This design comes from an exercise in tuning for small area, a short achievable clock period and few clock cycles on the open sky130 flow, not from production work. At most, simulation tests tie the RTL to the original design; equivalence was not proved. Power figures rest on the tool's default switching activity, not on a simulated workload.

==> flow/design.v (excerpt) <==
module ntwrk_size_tracker
#(
    parameter int NUM_CONNS  = 8,
    parameter int NUM_POINTS = 1000,
    parameter int SIZE_W     = $clog2(NUM_POINTS) + 1,
    parameter int TOP_K      = 3,
    parameter int PROD_W     = SIZE_W * TOP_K
) (
    input  logic              clk,
    input  logic              rst,
    input  logic              cmd_vld,
    output logic              cmd_rdy,
    input  ntwrk_size_pkg::ntwrk_size_cmd_t cmd,
    output logic              rsp_vld,
    input  logic              rsp_rdy,
    output logic [PROD_W-1:0] rsp_data,
    output logic              rsp_is_prod,
    output logic              busy,
    output logic              err
);
    localparam int N  = 8;
    localparam int W  = 11;
    localparam int R  = 3;                
    localparam int ND = (W + R - 1) / R;  
    localparam int PW = 33;
    typedef enum logic [1:0] {E_IDLE, E_P2, E_P3, E_MUL} eng_e;
    logic [W-1:0] size_q [N];
    logic [N-1:0] vld;
    logic         err_q;
    logic         rdy_q;
    logic         pend_q, pend_upd_q;
    eng_e         eng_q;
    logic [W-1:0] t0_q, t1_q, t2_q;
    logic [N-1:0] excl_q;
    logic         ebusy_q, dirty_q, pia_q, dup_q;
    logic         lvv_q;                
  ...
clock: 10.0 ns
lec_check: 0
cap_margin: 20
core_margin: 2
core_utilization: 40
cts_buf_list: sky130_fd_sc_hd__clkbuf_8
setup_slack_margin: 4.5
slew_margin: 20
run.sh (not shown) runs the stock make flow with config.mk's settings and CLKGATE_MAP_FILE= SYNTH_SCRIPT=/design/flow/synth_recipe.tcl, a recipe that flattens the netlist after the stock synthesis.
The first run passed the timing, design-rule and antenna checks.
Testbench counts at the start, summed over its fixed seeds: cycles 5,894.
Edit:
CORE_UTILIZATION = 60   (was 40)
CTS_BUF_LIST = not set   (was sky130_fd_sc_hd__clkbuf_8)
SETUP_SLACK_MARGIN = 4.25   (was 4.5)
What happened: The changed run finished with timing, DRC and antenna clean. Synthesized cell count is unchanged. Worst setup slack is worse by 240 ps. Critical path depth came out lower by 1. Core utilization came out higher by 21 points. Sequential share of layout area came out higher by 1.1 points. Area after synthesis is unchanged. Total power came out lower by a little under a tenth. Cell area came out lower by a few percent.
Edit:
CORE_UTILIZATION = 40   (was 60)
SETUP_SLACK_MARGIN = 4.5   (was 4.25)
Global-route usage falls by 12 points; fmax rises by 3.9%; via count falls by 1.3%; total power rises by 10%; routed wire length rises by 8.1%; setup slack improves by 220 ps; critical path depth rises by 2; worst hold slack degrades by 20 ps; die area rises by 49%; synthesized area stays the same.
Edit:
SETUP_SLACK_MARGIN = 4.75   (was 4.5)
Result:
- die area does not change
- worst setup slack is better by 180 ps
- final area went up by 3.9%
- power increases by 5.9%
- non-clock buffer count increases by 31
- routed wire length goes down by 1.1%
- via count climbs by 1.8%
- global-route usage fell by 0.91 points
- register-to-register slack gains 180 ps

========
## v22
Another version of the RTL of ntwrk_size_tracker (not shown whole).
Size in the first run: roughly 53 I/O pins, roughly 18000 um^2 of cells after synthesis.
export LEC_CHECK = 0
export CAP_MARGIN = 20
export CORE_MARGIN = 2
export CORE_UTILIZATION = 40
export SETUP_SLACK_MARGIN = 4.5
export SLEW_MARGIN = 20
create_clock -name core_clock -period 10.0 [get_ports {clk}]
v22: no failed stages, no open violations at the end
Changes in v11 relative to v22:
-- flow/config.mk --
<<< v22, line 9
export CORE_MARGIN = 2
export CORE_UTILIZATION = 40
export SETUP_SLACK_MARGIN = 4.5
export SLEW_MARGIN = 20
>>> v11, line 9
export CORE_MARGIN = 2
export CORE_UTILIZATION = 40
export SETUP_SLACK_MARGIN = 3.5
export SLEW_MARGIN = 20
Notes after the runs:
~same worst hold slack in v11 and v22
Relative to v22, the global-route usage of v11 is lower by 0.39 points.
[v11 vs v22] cell area: lower in v11
For timing-limited maximum frequency, dividing the value from v11 by the value from v22 gives 0.925.
Share of the final layout cell area in sequential cells delta for v11 relative to v22: 1.6 points higher
v22 → v11: count of clock-buffer cells in the layout decreased by 1 relative to the old numbers; global-route wire length before repair now sits lower; post-route fraction of the period consumed by the critical path moved up; combinational fraction of design power went down.
### v11 -> v59
-- flow/config.mk --
<<< v11, line 9
export CORE_MARGIN = 2
export CORE_UTILIZATION = 40
export SETUP_SLACK_MARGIN = 3.5
export SLEW_MARGIN = 20
>>> v59, line 9
export CORE_MARGIN = 2
export CORE_UTILIZATION = 40
export SETUP_SLACK_MARGIN = 5
export SLEW_MARGIN = 20
Findings:
Summary of v59 over v11: total met2 wirelength after detailed routing went up; area of combinational cells with multiple inputs went up; inverter count went up. Taking v11 as the reference point, the worst setup slack before clock tree synthesis of v59 rises by 0.23 ns. v59 vs. v11: worst setup slack moved up; final total power moved up; number of cells on the critical path moved up.
No run of this note included a check of the RTL's function; only the layout flow was run.

what the ideal ports hide:
In the flow no input, the clock included, has a driving cell. The finished layouts below were timed again as built, in two steps. Step 1 (the two cells are an assumption about what drives the block):
set clk [get_ports {clk}]
set_driving_cell -lib_cell sky130_fd_sc_hd__clkbuf_16 $clk
set_driving_cell -lib_cell sky130_fd_sc_hd__buf_2 [delete_from_list [all_inputs] $clk]
Step 2 adds t to the input delays and takes it off the output delays; t is the mean of the earliest and latest rising clock arrival at the registers after step 1. Input paths then give back, and output paths get back, about the clock's delay inside the block. Three values: ideal, step 1, step 2; two values: the first two.
run	t, ns	setup WS [ns]	clock arrival spread, ns	worst data-port slew with drivers (ns)
the first run of note 1	0.638	4.529 / 4.529 / 4.103	0.026 / 0.026	0.07
the second run of note 1	0.495	4.292 / 4.292 / 3.920	0.020 / 0.020	0.04
the third run of note 1	0.559	4.507 / 4.507 / 4.064	0.015 / 0.016	0.07
the fourth run of note 1	0.524	4.687 / 4.687 / 4.253	0.013 / 0.013	0.13
v22	0.565	4.267 / 4.267 / 4.124	0.033 / 0.033	0.07
v11	0.557	3.799 / 3.799 / 3.359	0.016 / 0.015	0.07
v59	0.562	4.379 / 4.379 / 4.159	0.016 / 0.016	0.06
After both steps setup and hold are still met in every run listed. For the third run of note 1, which loses most, drivers alone change the setup slack by 0.000 ns; drivers and shift together by -0.443 ns.
